Context: an optimization exercise on an open-source flow, tuned for small area and a short achievable clock period. The choices shown serve that exercise and are no tape-out recipe. The RTL was checked by simulation tests, not by an equivalence proof against the original design. Power is estimated from default activity; no workload was simulated.

`flow/constraint.sdc`:
```
create_clock -name core_clock -period 5.0 [get_ports {clk}]
set_input_delay 1.0000 -clock core_clock [delete_from_list [all_inputs] [get_ports {clk}]]
set_output_delay 1.0000 -clock core_clock [all_outputs]
set_load 0.01 [all_outputs]
```
`flow/standard.sh`:
```
#!/bin/bash
# synth_recipe.tcl (not shown) runs the flow's synth.tcl, then flattens the netlist and writes it again
# the make line also repeats each setting of config.mk as NAME=value (left out here)
make -C /OpenROAD-flow-scripts/flow DESIGN_CONFIG=/design/flow/config.mk WORK_HOME=/design/flow/orfs CLKGATE_MAP_FILE= SYNTH_SCRIPT=/design/flow/synth_recipe.tcl "${@:-finish}"
```
`flow/config.mk`:
```
export PLATFORM = sky130hd
export DESIGN_NAME = ctrl_unit
export DESIGN_NICKNAME = ctrl_unit
export VERILOG_FILES = /design/flow/design.v
export SDC_FILE = /design/flow/constraint.sdc
export NUM_CORES = 4
export LEC_CHECK = 0
export CAP_MARGIN = 20
export CORE_MARGIN = 2
export CORE_UTILIZATION = 65
export CTS_CLUSTER_DIAMETER = 200
export CTS_CLUSTER_SIZE = 25
export SETUP_SLACK_MARGIN = 1.5
export SLEW_MARGIN = 20
```
`flow/design.v`:
```
`timescale 1ns/1ps
module inst_decoder (
    input  logic [31:0]         inst,
    output logic [1:0]          fu,
    output logic [4:0]          op,
    output logic [5-1:0]  dst,
    output logic [5-1:0]  src1,
    output logic [5-1:0]  src2,
    output logic [2:0]          imm_sel
);
    logic [6:0] opcode;
    logic [2:0] funct3;
    logic [6:0] funct7;
    logic       f7_zero, f7_alt, r_ok, i_ok, alt;
    logic       use_rd, use_rs1, use_rs2;
    logic [3:0] alu_code;
    assign opcode  = inst[6:0];
    assign funct3  = inst[14:12];
    assign funct7  = inst[31:25];
    assign f7_zero = funct7 == 7'h00;
    assign f7_alt  = funct7 == 7'h20;
    assign r_ok    = f7_zero | (f7_alt & (funct3 == 3'd0 | funct3 == 3'd5));
    assign i_ok    = (funct3 == 3'd1) ? f7_zero :
                     (funct3 == 3'd5) ? (f7_zero | f7_alt) : 1'b1;
    assign alt     = opcode[5] ? f7_alt : (f7_alt & (funct3 == 3'd5));
    always_comb begin
        case (funct3)
            3'd0:    alu_code = alt ? 4'd2 : 4'd1;
            3'd1:    alu_code = 4'd6;
            3'd2:    alu_code = 4'd9;
            3'd3:    alu_code = 4'd10;
            3'd4:    alu_code = 4'd5;
            3'd5:    alu_code = alt ? 4'd8 : 4'd7;
            3'd6:    alu_code = 4'd4;
            default: alu_code = 4'd3;
        endcase
    end
    always_comb begin
        fu      = 2'd0;
        op      = 5'd0;
        imm_sel = 3'd0;
        use_rd  = 1'b0;
        use_rs1 = 1'b0;
        use_rs2 = 1'b0;
        case (opcode)
            7'b0110011: if (r_ok) begin
                fu = 2'd1;
                op[3:0] = alu_code;
                {use_rd, use_rs1, use_rs2} = 3'b111;
            end
            7'b0010011: if (i_ok) begin
                fu = 2'd1;
                op[4] = 1'b1;
                op[3:0] = alu_code;
                {use_rd, use_rs1} = 2'b11;
                imm_sel = 3'd1;
            end
            7'b0000011: if (funct3 != 3'd3 && funct3 < 3'd6) begin
                fu = 2'd2;
                op[3:1] = funct3;
                {use_rd, use_rs1} = 2'b11;
                imm_sel = 3'd1;
            end
            7'b0100011: if (funct3 < 3'd3) begin
                fu = 2'd2;
                op[3:1] = funct3;
                op[0] = 1'b1;
                {use_rs1, use_rs2} = 2'b11;
                imm_sel = 3'd2;
            end
            7'b1100011: if (funct3 != 3'd2 && funct3 != 3'd3) begin
                fu = 2'd3;
                op = {2'b00, funct3};
                {use_rs1, use_rs2} = 2'b11;
                imm_sel = 3'd3;
            end
            7'b1101111: begin
                fu = 2'd3;
                op = 5'h10;
                use_rd = 1'b1;
                imm_sel = 3'd5;
            end
            7'b1100111: if (funct3 == 3'd0) begin
                fu = 2'd3;
                op = 5'h11;
                {use_rd, use_rs1} = 2'b11;
                imm_sel = 3'd1;
            end
            7'b0110111, 7'b0010111: begin    
                fu = 2'd1;
                op[4] = 1'b1;
                op[3:0] = opcode[5] ? 4'd11 : 4'd12;
                use_rd = 1'b1;
                imm_sel = 3'd4;
            end
            default: ;
        endcase
    end
    assign dst  = use_rd  ? inst[11:7]  : '0;
    assign src1 = use_rs1 ? inst[19:15] : '0;
    assign src2 = use_rs2 ? inst[24:20] : '0;
endmodule
`timescale 1ns/1ps
module issue_ctrl (
    input  logic [31:0]        inst,
    input  logic               b_a,
    input  logic               b_m,
    input  logic               b_j,
    input  logic [4:0]         dst_a,
    input  logic [4:0]         dst_m,
    input  logic [4:0]         dst_j,
    input  logic               stall,
    input  logic               flush,
    output logic               is_en
);
    logic [6:0] opc;
    logic [2:0] f3;
    logic [6:0] f7;
    logic [4:0] rd;
    logic       o6, c_alu, c_ld, c_st, c_br, c_jmp, rdhit, hazard;
    assign opc = inst[6:0];
    assign f3  = inst[14:12];
    assign f7  = inst[31:25];
    assign rd  = inst[11:7];
    assign o6  = ~f7[6] & ~(|f7[4:0]);
    assign c_alu = (opc == 7'b0110011 & o6 & (~f7[5] | f3 == 3'd0 | f3 == 3'd5)) |
                   (opc == 7'b0010011 & (f3 == 3'd1 ? o6 & ~f7[5] : f3 == 3'd5 ? o6 : 1'b1)) |
                   (opc == 7'b0110111) | (opc == 7'b0010111);
    assign c_ld  = opc == 7'b0000011 & f3 != 3'd3 & f3 != 3'd6 & f3 != 3'd7;
    assign c_st  = opc == 7'b0100011 & f3 != 3'd3 & ~f3[2];
    assign c_br  = opc == 7'b1100011 & f3 != 3'd2 & f3 != 3'd3;
    assign c_jmp = (opc == 7'b1101111) | (opc == 7'b1100111 & f3 == 3'd0);
    assign rdhit = (|rd) & ((b_a & (dst_a == rd)) | (b_m & (dst_m == rd)) | (b_j & (dst_j == rd)));
    assign hazard = (b_a & c_alu) | (b_m & (c_ld | c_st)) | (b_j & (c_br | c_jmp)) |
                    ((c_alu | c_ld | c_jmp) & rdhit);
    assign is_en  = flush | (~stall & ~hazard);
endmodule
`timescale 1ns/1ps
module ctrl_unit (
    input  logic               clk,
    input  logic               rst,
    input  logic [31:0]        pc,
    input  logic [31:0]        inst,
    input  logic [31:0]        imm,
    input  logic               alu_done,
    input  logic               mem_done,
    input  logic               jump_done,
    input  logic               is_jump,
    output logic               is_en,
    output logic [2:0]         imm_sel,
    output logic               alu_en,
    output logic               mem_en,
    output logic               jump_en,
    output logic [31:0]        pc_ctrl,
    output logic [31:0]        imm_ctrl,
    output logic [5-1:0] rs1_ctrl,
    output logic [5-1:0] rs2_ctrl,
    output logic [4:0]         jump_op,
    output logic [3:0]         alu_op,
    output logic               alu_use_pc,
    output logic               alu_use_imm,
    output logic               mem_we,
    output logic [2:0]         mem_bhw,
    output logic [2:0]         write_sel,
    output logic               reg_write,
    output logic [5-1:0] rd_ctrl
);
    logic [1:0]         dec_fu;
    logic [4:0]         dec_op;
    logic [4:0]         dec_dst, dec_src1, dec_src2;
    inst_decoder u_dec (
        .inst(inst), .fu(dec_fu), .op(dec_op), .dst(dec_dst),
        .src1(dec_src1), .src2(dec_src2), .imm_sel(imm_sel)
    );
    logic       b_a, b_m, b_j;       
    logic       d_a, d_m, d_j;       
    logic       p_a, p_m, p_j;       
    logic [4:0] dst_a, dst_m, dst_j;
    logic [1:0] t_a1, t_a2;          
    logic [1:0] t_m1, t_m2;          
    logic [1:0] t_j1, t_j2;          
    logic [1:0] w_am, w_ma, w_ja, w_jm;
    logic       jp;                  
    logic       stall, flush;
    logic       en_a, en_m, en_j, use0, use1;
    logic       el_a, el_m, el_j;
    logic [31:0] pc0, imm0, pc1, imm1;
    logic [4:0]  s1_0, s2_0, s1_1, s2_1;
    logic [4:0]  op0;
    logic [3:0]  op1;                
    assign jump_en = en_j;
    assign alu_en  = en_a;
    assign mem_en  = en_m;
    assign pc_ctrl  = ({32{use0}} & pc0)  | ({32{use1}} & pc1);
    assign imm_ctrl = ({32{use0}} & imm0) | ({32{use1}} & imm1);
    assign rs1_ctrl = ({5{use0}} & s1_0)  | ({5{use1}} & s1_1);
    assign rs2_ctrl = ({5{use0}} & s2_0)  | ({5{use1}} & s2_1);
    logic is_auipc;
    assign is_auipc    = en_a & (op0[3:0] == 4'd12);
    assign alu_use_pc  = is_auipc;
    assign alu_use_imm = en_a & op0[4];
    assign alu_op      = is_auipc ? 4'd1 : ({4{en_a}} & op0[3:0]);
    assign mem_we      = en_m & op1[0];
    assign mem_bhw     = {3{en_m}} & op1[3:1];
    assign jump_op[4]   = (en_j & ~jp & op0[4]) | (en_j & jp & op1[3]);
    assign jump_op[3]   = 1'b0;
    assign jump_op[2:0] = ({3{en_j & ~jp}} & op0[2:0]) | ({3{en_j & jp}} & op1[2:0]);
    logic keep0, keep1;
    assign keep0 = (p_a & ~en_a) | (p_j & ~jp & ~en_j);
    assign keep1 = (p_m & ~en_m) | (p_j & jp & ~en_j);
    logic g_a, g_m, g_j;
    assign g_j = el_j;
    assign g_a = el_a & ~el_j;
    assign g_m = el_m & ~el_j & ~el_a;
    assign reg_write = el_j | el_a | el_m;
    assign write_sel = {g_j, 1'b0, g_m};
    assign rd_ctrl   = ({5{g_a}} & dst_a) | ({5{g_m}} & dst_m) | ({5{g_j}} & dst_j);
    logic [6:0] opc;
    logic [2:0] f3;
    logic [6:0] f7;
    logic [4:0] rd;
    logic       c_alu, c_ld, c_st, c_br, c_jmp;
    logic       rdhit, hazard, go, is_a, is_m, is_j;
    assign opc = inst[6:0];
    assign f3  = inst[14:12];
    assign f7  = inst[31:25];
    assign rd  = inst[11:7];
    logic o6;
    assign o6 = ~f7[6] & ~(|f7[4:0]);
    assign c_alu = (opc == 7'b0110011 & o6 & (~f7[5] | f3 == 3'd0 | f3 == 3'd5)) |
                   (opc == 7'b0010011 & (f3 == 3'd1 ? o6 & ~f7[5] : f3 == 3'd5 ? o6 : 1'b1)) |
                   (opc == 7'b0110111) | (opc == 7'b0010111);
    assign c_ld  = opc == 7'b0000011 & f3 != 3'd3 & f3 != 3'd6 & f3 != 3'd7;
    assign c_st  = opc == 7'b0100011 & f3 != 3'd3 & ~f3[2];
    assign c_br  = opc == 7'b1100011 & f3 != 3'd2 & f3 != 3'd3;
    assign c_jmp = (opc == 7'b1101111) | (opc == 7'b1100111 & f3 == 3'd0);
    assign rdhit = (|rd) & ((b_a & (dst_a == rd)) | (b_m & (dst_m == rd)) | (b_j & (dst_j == rd)));
    assign hazard = (b_a & c_alu) | (b_m & (c_ld | c_st)) | (b_j & (c_br | c_jmp)) |
                    ((c_alu | c_ld | c_jmp) & rdhit);
    issue_ctrl u_issue (
        .inst(inst), .b_a(b_a), .b_m(b_m), .b_j(b_j),
        .dst_a(dst_a), .dst_m(dst_m), .dst_j(dst_j),
        .stall(stall), .flush(flush), .is_en(is_en)
    );
    assign go     = ~flush & ~stall & ~hazard;
    assign is_a   = go & c_alu;
    assign is_m   = go & (c_ld | c_st);
    assign is_j   = go & (c_br | c_jmp);
    logic src1_nz, src2_nz, dst_nz;
    logic h1_a, h1_m, h1_j, h2_a, h2_m, h2_j;
    assign src1_nz = |dec_src1;
    assign src2_nz = |dec_src2;
    assign dst_nz  = |dec_dst;
    assign h1_a = src1_nz & b_a & (dst_a == dec_src1);
    assign h1_m = src1_nz & b_m & (dst_m == dec_src1);
    assign h1_j = src1_nz & b_j & (dst_j == dec_src1);
    assign h2_a = src2_nz & b_a & (dst_a == dec_src2);
    assign h2_m = src2_nz & b_m & (dst_m == dec_src2);
    assign h2_j = src2_nz & b_j & (dst_j == dec_src2);
    logic [1:0] x0, x1;
    assign x0 = {2{dst_nz}} & {dec_dst == s2_0, dec_dst == s1_0};
    assign x1 = {2{dst_nz}} & {dec_dst == s2_1, dec_dst == s1_1};
    logic       p_a_n, p_m_n, p_j_n, d_a_n, d_m_n, d_j_n, jp_n;
    logic [1:0] t_a1_n, t_a2_n, t_m1_n, t_m2_n, t_j1_n, t_j2_n;
    logic       rdy_a_n, rdy_m_n, rdy_j_n, en_a_n, en_m_n, en_j_n;
    logic       ra1_h, ra2_h, rm1_h, rm2_h;
    logic       war_a_n, war_m_n, war_j_n;
    assign p_a_n = is_a | (p_a & ~en_a & ~g_a);
    assign p_m_n = is_m | (p_m & ~en_m & ~g_m);
    assign p_j_n = is_j | (p_j & ~en_j & ~g_j);
    assign d_a_n = ~g_a & (d_a | (b_a & alu_done));
    assign d_m_n = ~g_m & (d_m | (b_m & mem_done));
    assign d_j_n = ~g_j & (d_j | (b_j & jump_done));
    assign t_a1_n = p_a ? t_a1 & ~{g_j, g_m} : {h1_j & ~g_j, h1_m & ~g_m};
    assign t_a2_n = p_a ? t_a2 & ~{g_j, g_m} : {h2_j & ~g_j, h2_m & ~g_m};
    assign t_m1_n = p_m ? t_m1 & ~{g_j, g_a} : {h1_j & ~g_j, h1_a & ~g_a};
    assign t_m2_n = p_m ? t_m2 & ~{g_j, g_a} : {h2_j & ~g_j, h2_a & ~g_a};
    assign t_j1_n = p_j ? t_j1 & ~{g_m, g_a} : {h1_m & ~g_m, h1_a & ~g_a};
    assign t_j2_n = p_j ? t_j2 & ~{g_m, g_a} : {h2_m & ~g_m, h2_a & ~g_a};
    assign jp_n   = p_j ? jp : keep0;
    assign rdy_a_n = p_a_n & ~(|t_a1_n) & ~(|t_a2_n);
    assign rdy_m_n = p_m_n & ~(|t_m1_n) & ~(|t_m2_n);
    assign rdy_j_n = p_j_n & ~(|t_j1_n) & ~(|t_j2_n);
    assign en_j_n  = rdy_j_n;
    assign en_a_n  = rdy_a_n & ~rdy_j_n;
    assign en_m_n  = rdy_m_n & ~rdy_j_n & ~rdy_a_n;
    assign ra1_h = p_a & ~en_a & ~g_a & ~(|(t_a1 & ~{g_j, g_m}));
    assign ra2_h = p_a & ~en_a & ~g_a & ~(|(t_a2 & ~{g_j, g_m}));
    assign rm1_h = p_m & ~en_m & ~g_m & ~(|(t_m1 & ~{g_j, g_a}));
    assign rm2_h = p_m & ~en_m & ~g_m & ~(|(t_m2 & ~{g_j, g_a}));
    assign war_a_n = ~g_m & ((w_am[0] & rm1_h) | (w_am[1] & rm2_h));
    assign war_m_n = ~g_a & ((w_ma[0] & ra1_h) | (w_ma[1] & ra2_h));
    assign war_j_n = (~g_a & ((w_ja[0] & ra1_h) | (w_ja[1] & ra2_h))) |
                     (~g_m & ((w_jm[0] & rm1_h) | (w_jm[1] & rm2_h)));
    always_ff @(posedge clk or posedge rst) begin
        if (rst) begin
            b_a <= 1'b0; b_m <= 1'b0; b_j <= 1'b0;
            d_a <= 1'b0; d_m <= 1'b0; d_j <= 1'b0;
            p_a <= 1'b0; p_m <= 1'b0; p_j <= 1'b0;
            en_a <= 1'b0; en_m <= 1'b0; en_j <= 1'b0;
            use0 <= 1'b0; use1 <= 1'b0;
            el_a <= 1'b0; el_m <= 1'b0; el_j <= 1'b0;
            stall <= 1'b0;
            flush <= 1'b0;
        end else begin
            b_a <= is_a | (b_a & ~g_a);
            b_m <= is_m | (b_m & ~g_m);
            b_j <= is_j | (b_j & ~g_j);
            d_a <= d_a_n;
            d_m <= d_m_n;
            d_j <= d_j_n;
            p_a <= p_a_n;
            p_m <= p_m_n;
            p_j <= p_j_n;
            en_a <= en_a_n;
            en_m <= en_m_n;
            en_j <= en_j_n;
            use0 <= en_a_n | (en_j_n & ~jp_n);
            use1 <= en_m_n | (en_j_n & jp_n);
            el_a <= d_a_n & ~war_a_n;
            el_m <= d_m_n & ~war_m_n;
            el_j <= d_j_n & ~war_j_n;
            if (is_j)
                stall <= 1'b1;
            else if (jump_done)
                stall <= 1'b0;
            flush <= jump_done & is_jump;
        end
    end
    always_ff @(posedge clk) begin
        if (!b_a) begin
            dst_a <= dec_dst;
            w_am  <= {2{p_m}} & x1;
        end else begin
            w_am  <= w_am & ~{2{g_m}};
        end
        if (!b_m) begin
            dst_m <= dec_dst;
            w_ma  <= {2{p_a}} & x0;
        end else begin
            w_ma  <= w_ma & ~{2{g_a}};
        end
        if (!b_j) begin
            dst_j <= dec_dst;
            w_ja  <= {2{p_a}} & x0;
            w_jm  <= {2{p_m}} & x1;
        end else begin
            w_ja  <= w_ja & ~{2{g_a}};
            w_jm  <= w_jm & ~{2{g_m}};
        end
        t_a1 <= t_a1_n;
        t_a2 <= t_a2_n;
        t_m1 <= t_m1_n;
        t_m2 <= t_m2_n;
        t_j1 <= t_j1_n;
        t_j2 <= t_j2_n;
        jp   <= jp_n;
        if (!keep0) begin
            pc0  <= pc;
            imm0 <= imm;
            s1_0 <= dec_src1;
            s2_0 <= dec_src2;
            op0  <= dec_op;
        end
        if (!keep1) begin
            pc1  <= pc;
            imm1 <= imm;
            s1_1 <= dec_src1;
            s2_1 <= dec_src2;
            op1  <= {dec_op[4] | dec_op[3], dec_op[2:0]};
        end
    end
endmodule
```
`flow/flow/run.sh`:
```
#!/bin/bash
# Standard layout, with plain buf_1 cells as the port buffers (the default pick is a slow delay buffer).
set -euo pipefail
export BUFFER_PORTS_ARGS="-buffer_cell sky130_fd_sc_hd__buf_1"
bash standard.sh "BUFFER_PORTS_ARGS=$BUFFER_PORTS_ARGS" finish > standard_flow.log 2>&1
```
==> results of run 1 <==
[final cells by class]
cell class	count	area (um2)
Sequential cell	212	6060
Fill cell	903	3230
Timing Repair Buffer	215	906
Multi-Input combinational cell	436	3100
Clock inverter	1	16.3
Inverter	12	45.0
Tap cell	180	225
Clock buffer	19	348
[power breakdown]
group | total [mW] | switching [mW] | leakage, nW | internal (mW)
Sequential | 2.62 | 0.291 | 2.29 | 2.33
Combinational | 1.07 | 0.668 | 1.51 | 0.397
Clock | 1.03 | 0.537 | 0.174 | 0.491
Total | 4.71 | 1.50 | 3.97 | 3.21
[routing by layer]
metal	up-vias	part of all wire
met2	430	0.49
met5	-	0
met1	3346	0.38
met3	43	0.099
li1	3039	-
met4	0	0.023
[critical path: stages]
cell	delay [ns]
buf_1	0.09
nand3b_1	0.25
a2111o_1	0.45
and3b_2	0.25
a21oi_4	0.15
a21boi_4	0.21
o21bai_2	0.08
buf_2	0.14
[final timing paths]
check / start / to / slack, ns / cells past startpoint
max reg2reg: el_j$_DFF_PP0_ / use1$_DFF_PP0_ / 1.74 / 8
max in group asynchronous: rst / use1$_DFF_PP0_ / 3.74 / 2
max: inst[4] / is_en / 1.38 / 8
min in group asynchronous: rst / b_j$_DFF_PP0_ / 0.68 / 2
min reg2reg: w_ma[1]$_DFF_P_ / el_m$_DFF_PP0_ / 0.43 / 1
min: w_ma[1]$_DFF_P_ / el_m$_DFF_PP0_ / 0.43 / 1
[cell usage after synthesis, types with 12 or more instances]
cell and instances:
inv_1 12, nand2_1 38, a21oi_1 12, dfrtp_1 19, dfxtp_1 21, nor2_1 32, a22o_1 74, edfxtp_1 172
clkbuf_1 22, o21ai_0 33, xor2_1 34, xnor2_1 32, and2_1 18, nand3_1 23
[metrics by stage]
step / setup slack, ns / area (um2) / utilization
after floorplan: 1.51 / 9330 / -
after global placement: 1.04 / 10200 / 0.731
after detailed placement: 0.949 / 10200 / 0.731
after CTS: 1.40 / 10700 / 0.766
after global routing: 1.28 / 10700 / 0.768
final: 1.38 / 10700 / 0.768
[state kept, by name, summed over array words and instances (netlist names), 2 cells and up]
name,cells
dst_a,5
w_am,2
s2_1,5
t_j1,2
s1_0,5
op1,4
w_ja,2
w_ma,2
s1_1,5
pc1,32
dst_m,5
t_m2,2
s2_0,5
t_m1,2
op0,5
imm1,32
dst_j,5
pc0,32
t_j2,2
imm0,32
w_jm,2
t_a2,2
t_a1,2
[logic make-up (layout without fill, tap and decap cells)]
kind of cell | count (synthesis) | after routing | share of synthesized area
DFF | 212 | 212 | 0.651
AOI/OAI and AO/OA | 170 | 170 | 0.141
muxes | 5 | 5 | 0.00538
xor gates and xnor gates | 66 | 66 | 0.0621
buffers and inverters | 54 | 247 | 0.0243
other | 1 | 2 | 0.000403
and+or+nand+nor | 193 | 193 | 0.115
[timing repair]
action | in CTS | in global routing
pin swaps | 7 | 0
gates resized for setup | 23 | 0
setup endpoints to repair | 2 | 1
setup buffers | 7 | 0
==> metrics.yaml, run 1 <==
busiest_layer: "met2"
layout_commonest_cell: "buf_1"
antennaDiodeCount: 0
synthTopCellsByArea: "edfxtp_1, a22o_1, dfrtp_1, dfxtp_1, xor2_1"
yosysTopAreaCell: "edfxtp_1"
finClkSkew_ns: 0.0287
vdd_ir_drop_max_mv: 0.446
hold_path.class: "reg -> reg"
antenna_found_initial: 0
drtPass1Iterations: 5
whs_ns: 0.427
pin_count: 207
tritoncts: "built"
gr-usage-met1: 0.389
vias: 6858
post-dp-hpwl_um: 15900
wl_um: 23200
die_h_um: 124
power_mw: 4.71
fmax_ghz: 0.276
grt_pass1_wl_um: 33800
insertion_delay_ns: 0.47
drt-initial-drc-count: 829
cts.sinks: 212
cts_inserted_buffers: 12
p_per_area_nw_per_um2: 440
fin_setup_tns_ns: 0
nets: 991
fin_cells: 1075
maxSlewHeadroom: 0.420
grt.total_usage: 0.292
setup_viol: 0
synth_area_um2: 9310
finalMaxSlewViolations: 0
avgViaCountPerCell: 6.38
worst-path-max-fanout: 4
tightest_slew_ns: 0.870
portBuffers: 204
use_met3: 0.0636
finalCritPeriodShare: 0.724
leakage_nw: 3.97
netlist.area_leader.share: 0.555
syn2layout_area_growth_pct: 15.0
ys_ff_latch: 212
arrival_ns: 2.62
start_util: 0.668
synth_edf_count: 172
required_ns: 4.00
wl_per_cell_um: 21.6
ys_types: 71
place.gp.congestion: 0.893
syn_inst: 701
status: "complete, no violations"
yosys_warnings: 2
async_flop_share: 0.0896
start_kind: "input port"
gr-total-overflow: 0
synthFlopType: "edfxtp_1"
syn_area_per_cell_um2: 13.3
worstSetupPathType: "in -> out"
grt_pass1_vias: 6414
grt_max_degree: 80
clkTransAtPathRegs_ns: 0.10
cts_root_buffer: "clkbuf_16"
cap_violations: 0
die_w_um: 124
ys_seq_area_frac: 0.651
hold_viol: 0
core_um2: 13900
hold_buffers: 0
remaining_drc_errors: 0
layout_common_cells: "buf_1, edfxtp_1, a22o_1"
clockBufferDepth: 3
dieArea_um2: 15300
num_rows: 43
end_kind: "output pin"
dp_cells: 1047
period_needed_ns: 3.62
drive_above_1_share: 0.0737
grt_use_met2: 0.493
detail-route-antenna-nets: 0
rsz0062_at_grt: "true"
htreeDepth: 1
==> run 2: changes to the inputs <==
--- a/flow/config.mk
+++ b/flow/config.mk
@@ -12,3 +12,5 @@
 export CTS_CLUSTER_SIZE = 25
 export SETUP_SLACK_MARGIN = 1.5
 export SLEW_MARGIN = 20
+export SYNTH_HIERARCHICAL = 1
+export SYNTH_MINIMUM_KEEP_SIZE = 0
==> metrics.yaml, run 2 <==
period_needed_ns: 3.82  # +0.205 ns
cpPeakStageDelay_ns: 0.55  # +0.10 ns
portBuffers: 204  # unchanged
rsz0062_at_grt: "true"
start_util: 0.656  # -0.0121
wl_per_cell_um: 20.4  # -5.1%
cap_violations: 0  # unchanged
htreeDepth: 1  # unchanged
worst-path-max-fanout: 5  # +1
grt_pass1_vias: 7124  # +11%
crit_top_cell: "or4_4"
cts_root_buffer: "clkbuf_16"
leakage_nw: 4.35  # +9.6%
synth_area_um2: 9860  # +5.9%
tritoncts: "built"
grt_pass1_wl_um: 36900  # +9.2%
clkTransAtPathRegs_ns: 0.10  # about the same
cts.sinks: 212  # unchanged
layout_commonest_cell: "buf_1"
multi_input_area_um2: 3700  # +19%
drive_above_1_share: 0.126  # +0.0523
wl_um: 24300  # +4.8%
end_kind: "flop"
setup_viol: 0  # unchanged
vias: 7374  # +7.5%
hold_viol: 0  # unchanged
cts_inserted_buffers: 12  # unchanged
layout_common_cells: "buf_1, edfxtp_1, a22o_1"
hold_buffers: 0  # unchanged
tightest_slew_ns: 0.914  # +0.0437 ns
avgViaCountPerCell: 6.21  # -2.7%
start_kind: "input port"
yosys_warnings: 8  # +6
pin_count: 207  # unchanged
maxSlewHeadroom: 0.391  # -0.0291
antenna_found_initial: 0  # unchanged
vdd_ir_drop_max_mv: 0.295  # -34%
finalCritPeriodShare: 0.765  # +0.0409
p_clk_frac: 0.214  # -0.004
seq_area_um2: 6060  # unchanged
insertion_delay_ns: 0.48  # about the same
drt-initial-drc-count: 808  # -2.5%
die_w_um: 127  # +2.8%
num_rows: 45  # +4.7%
syn_area_per_cell_um2: 12.6  # -5.3%
grt_max_degree: 80  # unchanged
detail-route-antenna-nets: 0  # unchanged
status: "complete, no violations"
p_per_area_nw_per_um2: 413  # -6.2%
power_frac_seq: 0.550  # -0.006
comb_power_share: 0.236  # +0.010
fmax_ghz: 0.261  # -5.3%
cp_slowest_cell: "or4_4"
syn2layout_area_growth_pct: 17.3
place.gp.congestion: 0.962  # +7.8%
antennaDiodeCount: 0  # unchanged
dieArea_um2: 16200  # +5.7%
p_sw_mw: 1.53  # +2.6%
remaining_drc_errors: 0  # unchanged
arrival_ns: 4.22  # +1.60 ns
gr-total-overflow: 0  # unchanged
finalMaxSlewViolations: 0  # unchanged
p_int_mw: 3.24  # +0.76%
p_sw_frac: 0.321  # +0.00393
syn_inst: 784  # +12%
core_um2: 15000  # +7.9%
clockBufferDepth: 3  # unchanged
grt.total_usage: 0.289  # -0.00362
required_ns: 5.39  # +1.39 ns
nets: 1096  # +11%
fillCellCount: 983  # +8.9%
die_h_um: 127  # +2.8%
post-dp-hpwl_um: 16800  # +6.2%
finClkSkew_ns: 0.0218  # -0.00690 ns
hold_path.class: "reg -> reg"
worstSetupPathType: "in -> reg"
drtPass1Iterations: 5  # unchanged
crit_chain: "buf_12, nand2b_4, a311oi_4, a2bb2oi_2, or4b_4, and2_4, or4_4, nor2_4, or3_4, o31ai_2, or4_4, or2_1, mux2i_1"
fin_setup_tns_ns: 0  # unchanged
power_mw: 4.77  # +1.3%
run 2: final timing paths:
kind | startpoint | endpoint | slack (ns) | depth (start not counted)
setup / recovery | inst[14] | use0$_DFF_PP0_ | 1.18 | 13
hold / removal | w_ma[1]$_DFF_P_ | el_m$_DFF_PP0_ | 0.44 | 1
setup reg to reg | el_j$_DFF_PP0_ | use1$_DFF_PP0_ | 1.85 | 7
hold reg to reg | w_ma[1]$_DFF_P_ | el_m$_DFF_PP0_ | 0.44 | 1
max in group asynchronous | rst | use1$_DFF_PP0_ | 3.84 | 2
min in group asynchronous | rst | en_m$_DFF_PP0_ | 0.62 | 2
run 2: critical path: cells and delay by family:
kind | cells | cell delay, ns
multiplexers | 1 | 0.14
buffers and inverters | 1 | 0.11
AND/OR/NAND/NOR | 8 | 2.45
AO/OA/AOI/OAI | 3 | 0.53
run 2: area by class of cell:
cell class                      instances  area share
Multi-Input combinational cell        509       0.320
Tap cell                              188      0.0203
Sequential cell                       212       0.524
Inverter                               22     0.00736
Clock inverter                          1     0.00141
Clock buffer                           19      0.0301
Timing Repair Buffer                  237      0.0963
run 2: power by group through the flow:
stage	Sequential [mW]	Combinational (mW)	Clock, mW
finish	2.62	1.13	1.02
floorplan	2.50	0.815	0
global placement	2.63	1.05	0
CTS	2.62	1.10	1.04
detailed placement	2.66	1.08	0
global route	2.66	1.23	1.10
run 2: through the flow:
stage	worst slack (ns)	hold WS, ns	cells	util	area (um2)
after floorplan	0.961	0.398	785	-	9920
after global placement	0.380	0.407	1150	0.721	10800
after detailed placement	0.229	0.420	1150	0.721	10800
after CTS	1.17	0.440	1179	0.756	11400
after global routing	1.14	0.476	1188	0.769	11600
final	1.18	0.438	1188	0.769	11600
run 2: timing repair:
item | in CTS | in global routing
gates resized for setup | 35 | 43
pin swaps | 10 | 12
gates cloned | 0 | 1
buffers inserted | 9 | 7
setup endpoints to repair | 23 | 16
run 2: per-layer routing:
metal  wire length, um  GRT usage
met1              9570      0.380
met2             12200      0.499
met3              1760     0.0369
met4               809      0.103
met5                 0          0
==> run 3: changes to the inputs <==
--- a/flow/config.mk
+++ b/flow/config.mk
@@ -10,7 +10,5 @@
 export CORE_UTILIZATION = 65
 export CTS_CLUSTER_DIAMETER = 200
 export CTS_CLUSTER_SIZE = 25
-export SETUP_SLACK_MARGIN = 1.5
+export SETUP_SLACK_MARGIN = 1.3
 export SLEW_MARGIN = 20
-export SYNTH_HIERARCHICAL = 1
-export SYNTH_MINIMUM_KEEP_SIZE = 0
==> metrics.yaml, run 3 <==
period_needed_ns: 3.70  # -0.123 ns
whs_path_depth: 1  # unchanged
comb_power_share: 0.218  # -0.018
reg2reg_setup_slack_ns: 1.82  # -0.03 ns
layout_common_cells: "buf_1, edfxtp_1, a22o_1"
grt_pass1_vias: 6295  # -12%
synth_edf_count: 172
post-dp-hpwl_um: 16000  # -5.2%
layout_commonest_cell: "buf_1"
r2r_end: "use0$_DFF_PP0_"
whs_ns: 0.435  # -0.00347 ns
yosys-top-cells-count: "edfxtp_1, a22o_1, nand2_1"
nets: 991  # -9.6%
cts.sinks: 212  # unchanged
vias: 6636  # -10%
place.gp.congestion: 0.930  # -3.4%
yosys_warnings: 2  # -6
tritoncts: "built"
pre_cts_ws_ns: 0.735  # +0.506 ns
fmax_ghz: 0.270  # +3.3%
leakage_nw: 3.97  # -8.7%
synthFlopType: "edfxtp_1"
seq_area_um2: 6060  # unchanged
arrival_ns: 2.70  # -1.52 ns
die_h_um: 124  # -2.7%
multi_input_area_um2: 3100  # -16%
p_int_mw: 3.21  # -0.94%
synthTopCellsByArea: "edfxtp_1, a22o_1, dfrtp_1, dfxtp_1, xor2_1"
dieArea_um2: 15300  # -5.4%
cts_root_buffer: "clkbuf_16"
grt_max_degree: 58  # -28%
antenna_found_initial: 0  # unchanged
status: "complete, no violations"
drtPass1Iterations: 5  # unchanged
tightest_slew_ns: 0.902  # -0.0120 ns
rsz0062_at_grt: "true"
grt.total_usage: 0.288  # -0.000740
power_mw: 4.68  # -1.9%
hold_viol: 0  # unchanged
core_um2: 13900  # -7.3%
required_ns: 4.00  # -1.39 ns
p_sw_mw: 1.48  # -3.8%
synth_area_um2: 9310  # -5.6%
syn2layout_area_growth_pct: 14.8
hold_path.class: "reg -> reg"
gr-total-overflow: 0  # unchanged
insertion_delay_ns: 0.46  # -0.02 ns
fillCellCount: 910  # -7.4%
finalMaxSlewViolations: 0  # unchanged
start_util: 0.668  # +0.0121
wl_um: 22600  # -7.1%
end_kind: "output pin"
worstSetupPathType: "in -> out"
clkTransAtPathRegs_ns: 0.10  # about the same
grt_pass1_wl_um: 33300  # -9.9%
drt-initial-drc-count: 631  # -22%
cts_inserted_buffers: 12  # unchanged
avgViaCountPerCell: 6.17  # -0.55%
die_w_um: 124  # -2.7%
vdd_ir_drop_max_mv: 0.367  # +24%
setup_viol: 0  # unchanged
syn_inst: 701  # -11%
ys_ff_latch: 212
num_rows: 43  # -4.4%
htreeDepth: 1  # unchanged
dp_cells: 1048  # -8.9%
finalWorstSetupSlack_ns: 1.30  # +0.123 ns
synth.most_common_cell: "edfxtp_1"
power_frac_seq: 0.563  # +0.013
yosysTopAreaCell: "edfxtp_1"
r2r_start: "el_j$_DFF_PP0_"
detail-route-antenna-nets: 0  # unchanged
p_per_area_nw_per_um2: 438  # +6.1%
hp-start: "w_am[1]$_DFF_P_"
async_flop_share: 0.0896
fin_cells: 1075  # -9.5%
hold_buffers: 0  # unchanged
min_to: "el_a$_DFF_PP0_"
r2r_cells: 9  # +2
p_sw_frac: 0.315  # -0.00642
finalCritPeriodShare: 0.740  # -0.0246
remaining_drc_errors: 0  # unchanged
wl_per_cell_um: 21.0  # +2.7%
worst-path-max-fanout: 5  # unchanged
pin_count: 207  # unchanged
drive_above_1_share: 0.0737  # -0.0523
ys_types: 71
portBuffers: 204  # unchanged
start_kind: "input port"
antennaDiodeCount: 0  # unchanged
netlist.area_leader.share: 0.555
finClkSkew_ns: 0.0165  # -0.00531 ns
maxSlewHeadroom: 0.399  # +0.00803
p_clk_frac: 0.219  # +0.005
syn_area_per_cell_um2: 13.3  # +5.6%
ys_seq_area_frac: 0.651
fin_setup_tns_ns: 0  # unchanged
cap_violations: 0  # unchanged
clockBufferDepth: 3  # unchanged
run 3: cell types whose count changed in the layout (fill, tap and decap cells not counted), moves of 7 or more:
| cell | before | now |
|---|---|---|
| nand2_1 | 49 | 38 |
| buf_1 | 184 | 196 |
| and2_1 | 9 | 18 |
| xnor2_1 | 46 | 32 |
| nand3_1 | 30 | 23 |
| a21oi_1 | 18 | 11 |
| o21ai_0 | 23 | 33 |
| inv_1 | 21 | 12 |
| and2_4 | 8 | 0 |
| buf_4 | 32 | 11 |
| clkbuf_2 | 9 | 1 |
run 3: per-layer routing:
| layer | GRT usage | vias up | wire [um] |
|---|---|---|---|
| li1 | - | 3034 | - |
| met1 | 0.378 | 3248 | 8880 |
| met2 | 0.502 | 312 | 11500 |
| met3 | 0.0472 | 42 | 1680 |
| met4 | 0.0746 | 0 | 526 |
| met5 | 0 | - | 0 |
run 3: cells by family (layout without fill, tap and decap cells):
logic type	Yosys count	after routing	synth area share
XOR/XNOR	66	66	0.0621
flip-flops	212	212	0.651
buffers and inverters	54	247	0.0243
multiplexers	5	5	0.00538
other	1	2	0.000403
AND/OR/NAND/NOR	193	193	0.115
AO/OA/AOI/OAI	170	170	0.141
run 3: worst max-delay path, stage by stage:
cell	delay, ns
buf_12	0.11
or3_4	0.37
a2111o_1	0.38
and3b_2	0.24
a21oi_4	0.15
a21boi_4	0.19
o21bai_1	0.11
buf_2	0.15
run 3: per-stage QoR:
stage          utilization  cell area, um2
2_1_floorplan            -            9320
3_3_place_gp         0.731           10200
3_5_place_dp         0.731           10200
4_1_cts              0.761           10600
5_1_grt              0.767           10700
6_report             0.767           10700
run 3: worst max-delay path by stage:
stage                     depth (start not counted)    end  startpoint  slack [ns]
after global placement                            8  is_en    inst[14]        0.83
final                                             8  is_en     inst[6]        1.30
after CTS                                         8  is_en    inst[14]        1.30
after floorplan                                   7  is_en    inst[12]        1.38
after detailed placement                          8  is_en    inst[14]        0.74
after global routing                              8  is_en     inst[4]        1.25
run 3: power by group through the flow:
| stage | logic [mW] | registers, mW | clock network (mW) |
|---|---|---|---|
| 2_1_floorplan | 0.762 | 2.51 | 0 |
| 3_3_place_gp | 0.979 | 2.64 | 0 |
| 3_5_place_dp | 1.01 | 2.67 | 0 |
| 4_1_cts | 1.02 | 2.63 | 1.04 |
| 5_1_grt | 1.12 | 2.67 | 1.10 |
| 6_report | 1.02 | 2.64 | 1.03 |
run 3: what timing repair did:
action                                  4_1_cts  5_1_grt
endpoints found under the setup margin        1        1
pin swaps                                     1        4
gates resized for setup                      11       16
setup buffers                                 2        5
run 3: layout make-up:
class                      count  area share
clock buffer                  19      0.0325
clock inverter                 1     0.00152
inverter                      12     0.00421
multi-input combinational    436       0.290
sequential                   212       0.567
tap                          180      0.0211
timing repair buffer         215      0.0837
==> run 4: changes to the inputs <==
--- a/flow/config.mk
+++ b/flow/config.mk
@@ -10,5 +10,5 @@
 export CORE_UTILIZATION = 65
 export CTS_CLUSTER_DIAMETER = 200
 export CTS_CLUSTER_SIZE = 25
-export SETUP_SLACK_MARGIN = 1.3
+export SETUP_SLACK_MARGIN = 1.2
 export SLEW_MARGIN = 20
==> metrics.yaml, run 4 <==
hp-start: "w_am[1]$_DFF_P_"
vias: 6624  # -0.18%
detail-route-antenna-nets: 0  # unchanged
arrival_ns: 2.70  # about the same
crit_buf_inv: 2  # unchanged
busiest_layer: "met2"
synthFlopType: "edfxtp_1"
antennaDiodeCount: 0  # unchanged
required_ns: 4.00  # about the same
wl_per_cell_um: 21.0  # about the same
r2r_cells: 9  # unchanged
dieArea_um2: 15300  # unchanged
reg2reg_setup_slack_ns: 1.80  # -0.02 ns
drt-initial-drc-count: 616  # -2.4%
tritoncts: "built"
syn_area_per_cell_um2: 13.3  # unchanged
maxSlewHeadroom: 0.398  # -0.000640
r2r_end: "use0$_DFF_PP0_"
yosys_warnings: 2  # unchanged
ys_ff_latch: 212  # unchanged
drtPass1Iterations: 5  # unchanged
die_h_um: 124  # unchanged
grt_max_degree: 58  # unchanged
fin_setup_tns_ns: 0  # unchanged
post-dp-hpwl_um: 16000  # unchanged
synth.most_common_cell: "edfxtp_1"
finalCritPeriodShare: 0.740  # about the same
netlist.area_leader.share: 0.555  # unchanged
use_met3: 0.0472  # unchanged
tightest_slew_ns: 0.903  # +0.000961 ns
ys_types: 71  # unchanged
critPathTopFamily: "simple AND/OR/NAND/NOR gates"
grt.total_usage: 0.287  # -0.000402
status: "complete, no violations"
pre_cts_ws_ns: 0.735  # unchanged
pin_count: 207  # unchanged
gr-usage-met1: 0.378  # about the same
finalMaxSlewViolations: 0  # unchanged
cpPeakStageDelay_ns: 0.54  # +0.16 ns
leakage_nw: 3.93  # -0.99%
r2r_start: "el_j$_DFF_PP0_"
clkTransAtPathRegs_ns: 0.10  # about the same
synth_area_um2: 9310  # unchanged
worstSetupPathType: "in -> out"
portBuffers: 204  # unchanged
nets: 987  # -0.40%
wl_um: 22500  # -0.28%
synth_edf_count: 172  # unchanged
antenna_found_initial: 0  # unchanged
crit_top_cell: "buf_1"
num_rows: 43  # unchanged
syn_inst: 701  # unchanged
whs_path_depth: 1  # unchanged
cap_violations: 0  # unchanged
layout_common_cells: "buf_1, edfxtp_1, a22o_1"
hold_buffers: 0  # unchanged
end_kind: "output pin"
cts_root_buffer: "clkbuf_16"
hold_path.class: "reg -> reg"
remaining_drc_errors: 0  # unchanged
synthTopCellsByArea: "edfxtp_1, a22o_1, dfrtp_1, dfxtp_1, xor2_1"
p_per_area_nw_per_um2: 441  # +0.65%
yosysTopAreaCell: "edfxtp_1"
drive_above_1_share: 0.0640  # -0.00977
setup_viol: 0  # unchanged
clockBufferDepth: 3  # unchanged
async_flop_share: 0.0896  # unchanged
grt_pass1_vias: 6280  # -0.24%
cts_inserted_buffers: 12  # unchanged
layout_commonest_cell: "buf_1"
grt_use_met2: 0.503  # +0.000687
ys_seq_area_frac: 0.651  # unchanged
place.gp.congestion: 0.930  # unchanged
fmax_ghz: 0.270  # about the same
syn2layout_area_growth_pct: 14.0
start_kind: "input port"
cp_slowest_cell: "or4_4"
grt_pass1_wl_um: 33200  # -0.17%
min_to: "el_a$_DFF_PP0_"
avgViaCountPerCell: 6.18  # +0.19%
gr-total-overflow: 0  # unchanged
hold_viol: 0  # unchanged
insertion_delay_ns: 0.46  # about the same
finalWorstSetupSlack_ns: 1.30  # +0.000200 ns
finClkSkew_ns: 0.0162  # -0.000245 ns
crit_chain: "buf_1, or4_4, nor3_2, o211ai_4, a21oi_4, a21boi_4, o21bai_1, buf_1"
start_util: 0.668  # unchanged
htreeDepth: 1  # unchanged
period_needed_ns: 3.70  # -0.000200 ns
yosys-top-cells-count: "edfxtp_1, a22o_1, nand2_1"
die_w_um: 124  # unchanged
vdd_ir_drop_max_mv: 0.367  # -0.16%
worst-path-max-fanout: 8  # +3
rsz0062_at_grt: "false"
cts.sinks: 212  # unchanged
core_um2: 13900  # unchanged
run 4: repair_timing:
action,in CTS,in global routing
endpoints found under the setup margin,1,1
gates resized for setup,8,3
setup buffers,2,1
pin swaps,1,1
run 4: metrics by stage:
step	power, mW	instances	cell area, um2	util	hold slack [ns]
2_1_floorplan	3.27	702	9320	-	0.398
3_3_place_gp	3.62	1048	10200	0.731	0.415
3_5_place_dp	3.68	1048	10200	0.731	0.419
4_1_cts	4.69	1070	10600	0.761	0.432
5_1_grt	4.88	1071	10600	0.762	0.449
6_report	4.68	1071	10600	0.762	0.436
run 4: kinds of logic (layout without fill, tap and decap cells):
logic type,count (synthesis),after routing,synth area share
other,1,2,0.000403
DFF,212,212,0.651
AOI/OAI and AO/OA,170,170,0.141
muxes,5,5,0.00538
and+or+nand+nor,193,193,0.115
buffers and inverters,54,243,0.0243
xor gates and xnor gates,66,66,0.0621
run 4: report_power, final:
| part | total [mW] | internal, mW | switching (mW) |
|---|---|---|---|
| clock | 1.03 | 0.492 | 0.534 |
| combinational | 1.02 | 0.384 | 0.631 |
| sequential | 2.64 | 2.33 | 0.312 |
run 4: layer usage:
layer,wire [um],part of all wire
met1,8710,0.39
met2,11600,0.52
met3,1780,0.079
met4,420,0.019
met5,0,0
run 4: how the worst max path moves through the flow:
stage                     cells after the start  endpoint      from  slack [ns]
after floorplan                               7     is_en  inst[12]        1.38
after detailed placement                      8     is_en  inst[14]        0.74
final                                         8     is_en  inst[26]        1.30
after global placement                        8     is_en  inst[14]        0.83
after global routing                          8     is_en  inst[26]        1.20
after CTS                                     8     is_en  inst[14]        1.27
run 4: area by class of cell:
cell class / count / area (um2)
Clock buffer: 19 / 348
Clock inverter: 1 / 16.3
Fill cell: 916 / 3320
Inverter: 12 / 45.0
Multi-Input combinational cell: 436 / 3070
Sequential cell: 212 / 6060
Tap cell: 180 / 225
Timing Repair Buffer: 211 / 840
==> run 5: changes to the inputs <==
--- a/flow/config.mk
+++ b/flow/config.mk
@@ -10,5 +10,5 @@
 export CORE_UTILIZATION = 65
 export CTS_CLUSTER_DIAMETER = 200
 export CTS_CLUSTER_SIZE = 25
-export SETUP_SLACK_MARGIN = 1.2
+export SETUP_SLACK_MARGIN = 1.7
 export SLEW_MARGIN = 20
==> metrics.yaml, run 5 <==
syn_area_per_cell_um2: 13.3  # unchanged
grt_pass1_vias: 6351  # +1.1%
num_rows: 43  # unchanged
hold_path.class: "reg -> reg"
post-dp-hpwl_um: 15300  # -4.0%
synth_edf_count: 172  # unchanged
tightest_slew_ns: 0.851  # -0.0515 ns
yosys-top-cells-count: "edfxtp_1, a22o_1, nand2_1"
wl_um: 21800  # -3.2%
cts_inserted_buffers: 12  # unchanged
avgViaCountPerCell: 6.24  # +0.96%
drive_above_1_share: 0.0815  # +0.0175
clkTransAtPathRegs_ns: 0.10  # about the same
whs_path_depth: 1  # unchanged
grt.total_usage: 0.280  # -0.00733
remaining_drc_errors: 0  # unchanged
portBuffers: 204  # unchanged
gr-total-overflow: 0  # unchanged
htreeDepth: 1  # unchanged
synthFlopType: "edfxtp_1"
period_needed_ns: 3.64  # -0.0649 ns
r2r_cells: 9  # unchanged
layout_commonest_cell: "buf_1"
netlist.area_leader.share: 0.555  # unchanged
yosys_warnings: 2  # unchanged
hold_viol: 0  # unchanged
setup_viol: 0  # unchanged
ys_ff_latch: 212  # unchanged
ys_seq_area_frac: 0.651  # unchanged
synth.most_common_cell: "edfxtp_1"
async_flop_share: 0.0896  # unchanged
status: "complete, no violations"
vias: 6719  # +1.4%
whs_ns: 0.442  # +0.00641 ns
synth_area_um2: 9310  # unchanged
wl_per_cell_um: 20.3  # -3.6%
yosysTopAreaCell: "edfxtp_1"
dieArea_um2: 15300  # unchanged
fin_setup_tns_ns: 0  # unchanged
finalMaxSlewViolations: 0  # unchanged
rsz0062_at_grt: "true"
tritoncts: "built"
nets: 992  # +0.51%
detail-route-antenna-nets: 0  # unchanged
cts_root_buffer: "clkbuf_16"
required_ns: 4.00  # about the same
core_um2: 13900  # unchanged
pin_count: 207  # unchanged
finClkSkew_ns: 0.0305  # +0.0143 ns
worst-path-max-fanout: 4  # -4
maxSlewHeadroom: 0.432  # +0.0343
finalCritPeriodShare: 0.727  # -0.0130
die_h_um: 124  # unchanged
synthTopCellsByArea: "edfxtp_1, a22o_1, dfrtp_1, dfxtp_1, xor2_1"
fmax_ghz: 0.275  # +1.8%
fillCellCount: 883  # -3.6%
p_per_area_nw_per_um2: 436  # -1.2%
start_util: 0.668  # unchanged
cap_violations: 0  # unchanged
start_kind: "input port"
grt_pass1_wl_um: 33000  # -0.85%
clockBufferDepth: 3  # unchanged
antennaDiodeCount: 0  # unchanged
final_util: 0.770  # +0.00871
syn2layout_area_growth_pct: 15.3
end_kind: "output pin"
power_mw: 4.68  # about the same
worstSetupPathType: "in -> out"
grt_max_degree: 80  # +38%
dp_cells: 1047  # -0.095%
insertion_delay_ns: 0.47  # about the same
drtPass1Iterations: 5  # unchanged
die_w_um: 124  # unchanged
syn_inst: 701  # unchanged
fin_cells: 1076  # +0.47%
antenna_found_initial: 0  # unchanged
vdd_ir_drop_max_mv: 0.400  # +9.1%
place.gp.congestion: 0.914  # -1.7%
drt-initial-drc-count: 848  # +38%
layout_common_cells: "buf_1, edfxtp_1, a22o_1"
arrival_ns: 2.64  # -0.06 ns
cts.sinks: 212  # unchanged
leakage_nw: 3.98  # +1.2%
ys_types: 71  # unchanged
==> run 5: cell count changes in the layout (fill, tap and decap cells not counted), sizes merged <==
cell | previous run | this run
buf | 209 | 215
clkbuf | 21 | 20
clkinv | 0 | 1
inv | 13 | 12
==> run 5: final timing paths <==
path	from	end	slack (ns)
setup / recovery	inst[4]	is_en	1.36
hold / removal	w_ma[1]$_DFF_P_	el_m$_DFF_PP0_	0.44
setup reg to reg	el_j$_DFF_PP0_	use0$_DFF_PP0_	1.89
hold reg to reg	w_ma[1]$_DFF_P_	el_m$_DFF_PP0_	0.44
max in group asynchronous	rst	use0$_DFF_PP0_	3.81
min in group asynchronous	rst	el_a$_DFF_PP0_	0.62
==> run 5: stage by stage <==
stage / cell area (um2) / worst slack (ns)
2_1_floorplan: 9370 / 1.57
3_3_place_gp: 10200 / 1.07
3_5_place_dp: 10200 / 0.915
4_1_cts: 10700 / 1.38
5_1_grt: 10700 / 1.28
6_report: 10700 / 1.36
==> run 5: power by group <==
part	internal, mW	switching (mW)	total [mW]
registers	2.33	0.291	2.62
logic	0.397	0.639	1.04
clock network	0.490	0.532	1.02
total	3.22	1.46	4.68
==> run 5: critical path, stage by stage <==
cell	delay (ns)
buf_1	0.09
nand3b_1	0.25
a2111o_1	0.45
and3b_2	0.26
a21oi_4	0.16
a21boi_4	0.21
o21bai_2	0.07
buf_2	0.14
==> run 5: cells by family (layout without fill, tap and decap cells) <==
| kind of cell | Yosys count | in the layout | synth area share |
|---|---|---|---|
| AO/OA/AOI/OAI | 170 | 170 | 0.141 |
| XOR/XNOR | 66 | 66 | 0.0621 |
| buffers and inverters | 54 | 248 | 0.0243 |
| flip-flops | 212 | 212 | 0.651 |
| multiplexers | 5 | 5 | 0.00538 |
| other | 1 | 2 | 0.000403 |
| AND/OR/NAND/NOR | 193 | 193 | 0.115 |
==> run 5: layout make-up <==
type / count / area [um2] / share of cell area
flip-flops and latches: 212 / 6070 / 0.565
multi-input cells: 436 / 3120 / 0.290
repair buffers: 216 / 915 / 0.0852
clock buffers: 19 / 348 / 0.0324
well taps: 180 / 225 / 0.0210
inverters: 12 / 45.0 / 0.00420
clock inverters: 1 / 16.3 / 0.00152
==> run 5: layer usage <==
layer	wire, um	vias to the layer above	track usage
met5	0	-	0
met4	505	0	0.0618
met3	1930	37	0.0458
met2	10600	360	0.467
met1	8710	3293	0.393
li1	-	3029	-
==> run 5: what timing repair did <==
item                       CTS  global route
hold endpoints to repair     0             0
pin swaps                    6             3
cloned                       0             0
setup endpoints to repair    8            33
setup buffers                6             2
hold buffers                 0             0
resized for setup           20             7
==> run 6: changes to the inputs <==
--- a/flow/config.mk
+++ b/flow/config.mk
@@ -10,5 +10,5 @@
 export CORE_UTILIZATION = 65
 export CTS_CLUSTER_DIAMETER = 200
 export CTS_CLUSTER_SIZE = 25
-export SETUP_SLACK_MARGIN = 1.7
+export SETUP_SLACK_MARGIN = 2.0
 export SLEW_MARGIN = 20
==> metrics.yaml, run 6 <==
layout_commonest_cell: "buf_1"
gr-total-overflow: 0  # unchanged
place.gp.congestion: 0.900  # -1.5%
r2r_start: "el_j$_DFF_PP0_"
r2r_end: "use0$_DFF_PP0_"
synth_area_um2: 9310  # unchanged
grt_pass1_vias: 6369  # +0.28%
setup_viol: 0  # unchanged
grt_max_degree: 80  # unchanged
cts_inserted_buffers: 12  # unchanged
whs_ns: 0.455  # +0.0135 ns
p_per_area_nw_per_um2: 434  # -0.53%
syn_inst: 701  # unchanged
final_util: 0.783  # +0.0126
cts_root_buffer: "clkbuf_16"
drt-initial-drc-count: 691  # -19%
die_h_um: 124  # unchanged
ys_seq_area_frac: 0.651  # unchanged
rsz0062_at_grt: "true"
clockBufferDepth: 3  # unchanged
yosys-top-cells-count: "edfxtp_1, a22o_1, nand2_1"
cp-startpoint: "inst[5]"
post-dp-hpwl_um: 15200  # -0.86%
vias: 6845  # +1.9%
antennaDiodeCount: 0  # unchanged
insertion_delay_ns: 0.48  # about the same
leakage_nw: 4.08  # +2.4%
end_kind: "output pin"
worstSetupPathType: "in -> out"
status: "complete, no violations"
vdd_ir_drop_max_mv: 0.406  # +1.5%
required_ns: 4.00  # about the same
ys_types: 71  # unchanged
wl_per_cell_um: 20.6  # +1.7%
async_flop_share: 0.0896  # unchanged
grt_pass1_wl_um: 32900  # -0.25%
fmax_ghz: 0.274  # -0.24%
synth_edf_count: 172  # unchanged
num_rows: 43  # unchanged
antenna_found_initial: 0  # unchanged
hold_viol: 0  # unchanged
netlist.area_leader.share: 0.555  # unchanged
power_mw: 4.73  # +1.1%
fin_setup_tns_ns: 0  # unchanged
yosysTopAreaCell: "edfxtp_1"
tritoncts: "built"
cap_violations: 0  # unchanged
dieArea_um2: 15300  # unchanged
finalMaxSlewViolations: 0  # unchanged
maxSlewHeadroom: 0.456  # +0.0238
critPathCapture: "is_en"
drive_above_1_share: 0.106  # +0.0249
drtPass1Iterations: 5  # unchanged
wl_um: 22500  # +3.2%
synthTopCellsByArea: "edfxtp_1, a22o_1, dfrtp_1, dfxtp_1, xor2_1"
synthFlopType: "edfxtp_1"
detail-route-antenna-nets: 0  # unchanged
period_needed_ns: 3.64  # +0.00884 ns
arrival_ns: 2.64  # about the same
grt.total_usage: 0.283  # +0.00246
remaining_drc_errors: 0  # unchanged
hold_path.class: "reg -> reg"
clkTransAtPathRegs_ns: 0.11  # about the same
portBuffers: 204  # unchanged
layout_common_cells: "buf_1, edfxtp_1, a22o_1"
htreeDepth: 1  # unchanged
syn_area_per_cell_um2: 13.3  # unchanged
ys_ff_latch: 212  # unchanged
tightest_slew_ns: 0.808  # -0.0431 ns
die_w_um: 124  # unchanged
finClkSkew_ns: 0.0364  # +0.00597 ns
syn2layout_area_growth_pct: 17.2
pin_count: 207  # unchanged
avgViaCountPerCell: 6.27  # +0.38%
nets: 1008  # +1.6%
cts.sinks: 212  # unchanged
r2r_cells: 9  # unchanged
start_util: 0.668  # unchanged
start_kind: "input port"
finalCritPeriodShare: 0.729  # +0.00177
hold_buffers: 0  # unchanged
reg2reg_setup_slack_ns: 2.09  # +0.20 ns
yosys_warnings: 2  # unchanged
worst-path-max-fanout: 15  # +11
synth.most_common_cell: "edfxtp_1"
core_um2: 13900  # unchanged
run 6: cell counts after synthesis:
No cell type changed its count.
run 6: cell type report:
| class | instances | area, um2 |
|---|---|---|
| Clock buffer | 19 | 348 |
| Clock inverter | 1 | 16.3 |
| Fill cell | 881 | 3030 |
| Inverter | 12 | 45.0 |
| Multi-Input combinational cell | 436 | 3140 |
| Sequential cell | 212 | 6070 |
| Tap cell | 180 | 225 |
| Timing Repair Buffer | 232 | 1070 |
run 6: repair_timing:
action	4_1_cts	5_1_grt
pin swaps	13	8
gates resized for setup	35	12
setup endpoints to repair	52	35
setup buffers	14	10
hold endpoints to repair	0	0
run 6: where the power goes:
| group | internal [mW] | switching [mW] | leakage [nW] |
|---|---|---|---|
| clock network | 0.491 | 0.544 | 0.174 |
| logic | 0.414 | 0.678 | 1.61 |
| registers | 2.33 | 0.272 | 2.29 |
run 6: cells by family (layout without fill, tap and decap cells):
logic type	after synthesis	in the layout	share of synthesized area
DFF	212	212	0.651
and+or+nand+nor	193	193	0.115
AOI/OAI and AO/OA	170	170	0.141
xor gates and xnor gates	66	66	0.0621
buffers and inverters	54	264	0.0243
muxes	5	5	0.00538
other	1	2	0.000403
run 6: metal layers:
layer	GRT usage	routed length, um	vias to the layer above
met1	0.383	8770	3297
met3	0.0540	2140	44
met4	0.0845	575	0
met5	0	0	-
li1	-	-	3064
met2	0.469	11000	440
run 6: worst min-delay path by stage:
stage	startpoint	end	slack [ns]	cells after the start
after CTS	w_am[1]$_DFF_P_	el_a$_DFF_PP0_	0.45	1
after global placement	w_am[1]$_DFF_P_	el_a$_DFF_PP0_	0.42	1
after global routing	w_ma[1]$_DFF_P_	el_m$_DFF_PP0_	0.46	1
after detailed placement	w_ma[1]$_DFF_P_	el_m$_DFF_PP0_	0.42	1
after floorplan	w_ma[1]$_DFF_P_	el_m$_DFF_PP0_	0.40	1
final	w_ma[1]$_DFF_P_	el_m$_DFF_PP0_	0.46	1
run 6: through the flow:
stage / std cells / worst slack, ns / area (um2)
floorplan: 702 / 1.57 / 9400
global placement: 1047 / 1.07 / 10200
detailed placement: 1047 / 0.948 / 10200
CTS: 1081 / 1.40 / 10800
global route: 1092 / 1.31 / 10900
finish: 1092 / 1.36 / 10900
run 6: worst max-delay path, stage by stage:
cell      delay [ns]
buf_2           0.25
nand2_1         0.17
o32ai_2         0.35
and3b_2         0.28
a21oi_4         0.17
a21boi_4        0.21
o21bai_2        0.07
buf_2           0.14
==> run 7: changes to the inputs <==
==> flow/flow/run.sh (replaced) <==
#!/bin/bash
# Standard layout (standard.sh, all steps) with two changes:
# * plain buf_1 cells as the port buffers (the default pick is a slow delay buffer);
# * the platform's don't-use list extended with slow wide OR / AOI-style cells,
#   so that mapping and repair build the decode logic from faster gates.
# Registers come out of the standard synthesis unchanged.
set -euo pipefail
export BUFFER_PORTS_ARGS="-buffer_cell sky130_fd_sc_hd__buf_1"
PLATFORM_DONT_USE="sky130_fd_sc_hd__probe_p_8 sky130_fd_sc_hd__probec_p_8 sky130_fd_sc_hd__lpflow_bleeder_1 sky130_fd_sc_hd__lpflow_clkbufkapwr_1 sky130_fd_sc_hd__lpflow_clkbufkapwr_16 sky130_fd_sc_hd__lpflow_clkbufkapwr_2 sky130_fd_sc_hd__lpflow_clkbufkapwr_4 sky130_fd_sc_hd__lpflow_clkbufkapwr_8 sky130_fd_sc_hd__lpflow_clkinvkapwr_1 sky130_fd_sc_hd__lpflow_clkinvkapwr_16 sky130_fd_sc_hd__lpflow_clkinvkapwr_2 sky130_fd_sc_hd__lpflow_clkinvkapwr_4 sky130_fd_sc_hd__lpflow_clkinvkapwr_8 sky130_fd_sc_hd__lpflow_decapkapwr_12 sky130_fd_sc_hd__lpflow_decapkapwr_3 sky130_fd_sc_hd__lpflow_decapkapwr_4 sky130_fd_sc_hd__lpflow_decapkapwr_6 sky130_fd_sc_hd__lpflow_decapkapwr_8 sky130_fd_sc_hd__lpflow_inputiso0n_1 sky130_fd_sc_hd__lpflow_inputiso0p_1 sky130_fd_sc_hd__lpflow_inputiso1n_1 sky130_fd_sc_hd__lpflow_inputiso1p_1 sky130_fd_sc_hd__lpflow_inputisolatch_1 sky130_fd_sc_hd__lpflow_isobufsrc_1 sky130_fd_sc_hd__lpflow_isobufsrc_16 sky130_fd_sc_hd__lpflow_isobufsrc_2 sky130_fd_sc_hd__lpflow_isobufsrc_4 sky130_fd_sc_hd__lpflow_isobufsrc_8 sky130_fd_sc_hd__lpflow_isobufsrckapwr_16 sky130_fd_sc_hd__lpflow_lsbuf_lh_hl_isowell_tap_1 sky130_fd_sc_hd__lpflow_lsbuf_lh_hl_isowell_tap_2 sky130_fd_sc_hd__lpflow_lsbuf_lh_hl_isowell_tap_4 sky130_fd_sc_hd__lpflow_lsbuf_lh_isowell_4 sky130_fd_sc_hd__lpflow_lsbuf_lh_isowell_tap_1 sky130_fd_sc_hd__lpflow_lsbuf_lh_isowell_tap_2 sky130_fd_sc_hd__lpflow_lsbuf_lh_isowell_tap_4"
P=sky130_fd_sc_hd__
SLOW="${P}or3_* ${P}or3b_* ${P}or4_* ${P}or4b_* ${P}or4bb_* ${P}a2111o_* ${P}o41a_* ${P}a311o_* ${P}o311a_* ${P}o2111a_* ${P}a41o_* ${P}nor4_* ${P}nor4b_* ${P}nor4bb_* ${P}a2111oi_* ${P}o41ai_* ${P}and4bb_* ${P}and4b_*"
bash standard.sh "BUFFER_PORTS_ARGS=$BUFFER_PORTS_ARGS" "DONT_USE_CELLS=$PLATFORM_DONT_USE $SLOW" finish > standard_flow.log 2>&1
--- a/flow/config.mk
+++ b/flow/config.mk
@@ -10,5 +10,5 @@
 export CORE_UTILIZATION = 65
 export CTS_CLUSTER_DIAMETER = 200
 export CTS_CLUSTER_SIZE = 25
-export SETUP_SLACK_MARGIN = 2.0
+export SETUP_SLACK_MARGIN = 1.5
 export SLEW_MARGIN = 20
==> metrics.yaml, run 7 <==
leakage_nw: 3.98  # -2.4%
grt.total_usage: 0.287  # +0.00483
synth_area_um2: 9400  # +1.0%
reg2reg_setup_slack_ns: 2.04  # -0.05 ns
arrival_ns: 2.41  # -0.23 ns
setup_viol: 0  # unchanged
antennaDiodeCount: 0  # unchanged
synthAdderAreaFrac: 0  # unchanged
nets: 1010  # +0.20%
fin_setup_tns_ns: 0  # unchanged
dp_cells: 1069  # +2.1%
ys_types: 67  # -5.6%
wl_um: 22900  # +1.6%
dieArea_um2: 15400  # +0.97%
cts_inserted_buffers: 12  # unchanged
yosys-top-cells-count: "edfxtp_1, a22o_1, xnor2_1"
synth_top_family_by_area: "compound AO/OA/AOI/OAI gates"
r2r_end: "use0$_DFF_PP0_"
yosys_warnings: 2  # unchanged
seq_area_um2: 6060  # -0.10%
start_kind: "input port"
p_per_area_nw_per_um2: 434  # +0.21%
hold_viol: 0  # unchanged
r2r_start: "el_j$_DFF_PP0_"
grt_pass1_vias: 6643  # +4.3%
post-dp-hpwl_um: 15900  # +4.6%
multi_input_area_um2: 3110  # -0.88%
netlist.area_leader.share: 0.549  # -0.00554
pin_count: 207  # unchanged
start_util: 0.672  # +0.00414
required_ns: 4.00  # about the same
worstSetupPathType: "in -> out"
rsz0062_at_grt: "false"
avgViaCountPerCell: 6.22  # -0.69%
remaining_drc_errors: 0  # unchanged
cap_violations: 0  # unchanged
clockBufferDepth: 3  # unchanged
maxSlewHeadroom: 0.399  # -0.0571
gr-total-overflow: 0  # unchanged
wl_per_cell_um: 20.9  # +1.5%
tightest_slew_ns: 0.901  # +0.0932 ns
core_um2: 14000  # +0.39%
r2r_cells: 8  # -1
grt_max_degree: 80  # unchanged
antenna_found_initial: 0  # unchanged
worst-path-max-fanout: 12  # -3
power_mw: 4.66  # -1.5%
clkTransAtPathRegs_ns: 0.10  # about the same
whs_path_depth: 1  # unchanged
cts.sinks: 212  # unchanged
syn_inst: 724  # +3.3%
die_w_um: 124  # +0.49%
synth_compound_area_frac: 0.139  # -0.00221
insertion_delay_ns: 0.48  # about the same
drtPass1Iterations: 5  # unchanged
grt_pass1_wl_um: 35600  # +8.4%
critPathCapture: "is_en"
synthTopCellsByArea: "edfxtp_1, a22o_1, dfrtp_1, dfxtp_1, xnor2_1"
end_kind: "output pin"
synth.area.mux_share: 0.00639  # +0.00101
cp-startpoint: "inst[6]"
tritoncts: "built"
ys_seq_area_frac: 0.645  # -0.00650
vias: 6810  # -0.51%
portBuffers: 204  # unchanged
detail-route-antenna-nets: 0  # unchanged
place.gp.congestion: 0.905  # +0.57%
layout_commonest_cell: "buf_1"
finalMaxSlewViolations: 0  # unchanged
synth_xor_area_frac: 0.0615  # -0.000620
ys_ff_latch: 212  # unchanged
die_h_um: 124  # +0.49%
finClkSkew_ns: 0.0257  # -0.0108 ns
layout_common_cells: "buf_1, edfxtp_1, a22o_1"
status: "complete, no violations"
synth.most_common_cell: "edfxtp_1"
finalCritPeriodShare: 0.682  # -0.0472
cts_root_buffer: "clkbuf_16"
htreeDepth: 1  # unchanged
fillCellCount: 881  # unchanged
final_util: 0.766  # -0.0164
syn_area_per_cell_um2: 13.0  # -2.2%
async_flop_share: 0.0896  # unchanged
drive_above_1_share: 0.0689  # -0.0374
yosysTopAreaCell: "edfxtp_1"
drt-initial-drc-count: 553  # -20%
synth_edf_count: 172  # unchanged
fin_cells: 1094  # +0.18%
hold_path.class: "reg -> reg"
period_needed_ns: 3.41  # -0.236 ns
fmax_ghz: 0.293  # +6.9%
syn2layout_area_growth_pct: 14.0
num_rows: 43  # unchanged
vdd_ir_drop_max_mv: 0.308  # -24%
synth-simple-area-share: 0.118  # +0.00231
synthFlopType: "edfxtp_1"
==> run 7: worst min-delay path by stage <==
stage,from,slack (ns),end
after global placement,w_am[1]$_DFF_P_,0.43,el_a$_DFF_PP0_
after CTS,w_am[1]$_DFF_P_,0.46,el_a$_DFF_PP0_
after global routing,w_am[1]$_DFF_P_,0.48,el_a$_DFF_PP0_
final,w_am[1]$_DFF_P_,0.47,el_a$_DFF_PP0_
after floorplan,w_am[1]$_DFF_P_,0.39,el_a$_DFF_PP0_
after detailed placement,w_am[1]$_DFF_P_,0.43,el_a$_DFF_PP0_
==> run 7: layout make-up <==
class / instances / area share
clock buffers: 19 / 0.0324
clock inverters: 1 / 0.00152
inverters: 17 / 0.00595
multi-input cells: 452 / 0.290
flip-flops and latches: 212 / 0.566
well taps: 180 / 0.0210
repair buffers: 213 / 0.0833
==> run 7: report_power, final <==
group,internal (mW),switching [mW],leakage [nW]
Clock,0.493,0.539,0.175
Combinational,0.398,0.627,1.51
Sequential,2.31,0.290,2.29
==> run 7: what timing repair did <==
item / in CTS / in global routing
endpoints found under the setup margin: 2 / 1
hold buffers: 0 / 0
gates resized for setup: 9 / 9
buffers inserted: 0 / 3
pin swaps: 0 / 1
hold endpoints to repair: 0 / 0
==> run 7: logic make-up (layout without fill, tap and decap cells) <==
group,after synthesis,after routing
flip-flops,212,212
multiplexers,6,6
XOR/XNOR,66,66
AND/OR/NAND/NOR,208,208
buffers and inverters,61,250
other,1,2
AO/OA/AOI/OAI,170,170
==> run 7: metrics by stage <==
stage	instance area (um2)	worst slack (ns)	hold slack [ns]
5_1_grt	10700	1.51	0.482
3_3_place_gp	10200	1.23	0.428
4_1_cts	10600	1.52	0.460
3_5_place_dp	10200	1.14	0.434
6_report	10700	1.59	0.469
2_1_floorplan	9410	1.58	0.390
==> run 7: routing by layer <==
metal | GRT usage | share of wire | up-vias | wire, um
met5 | 0 | 0 | - | 0
met4 | 0.0905 | 0.031 | 0 | 711
met3 | 0.0434 | 0.078 | 57 | 1780
met2 | 0.486 | 0.50 | 374 | 11400
met1 | 0.388 | 0.39 | 3309 | 9020
li1 | - | - | 3070 | -
==> run 7: worst max-delay path: stages <==
cell and delay [ns]:
clkbuf_4 0.18, nand4b_1 0.31, buf_4 0.21, nor2_1 0.28, o21ai_2 0.12, nand2_1 0.09
o21bai_1 0.08, buf_1 0.13

afterwards: timing with drivers on the ports:
Ports are ideal in the flow. The routed layouts listed here were re-timed in OpenROAD.
Step 1, drivers: a clkbuf_16 drives clk and a buf_2 each remaining input, both assumed.
Step 2, shift: input delay + t, output delay - t, t = (earliest + latest rising clock arrival at the registers) / 2. This alone moves slack from input paths to output paths.
Slacks: ideal ports / drivers / drivers and shift; pairs: ideal ports / drivers.
run	shift t [ns]	slack for setup (ns)
run 1	0.497	1.380 / 1.350 / 1.316
run 2	0.509	1.176 / 1.165 / 0.656
run 3	0.500	1.299 / 1.253 / 1.253
run 4	0.499	1.299 / 1.277 / 1.277
run 5	0.490	1.364 / 1.326 / 1.295
run 6	0.506	1.355 / 1.328 / 1.328
run 7	0.510	1.591 / 1.571 / 1.482
After both steps setup and hold are still met in every run listed.
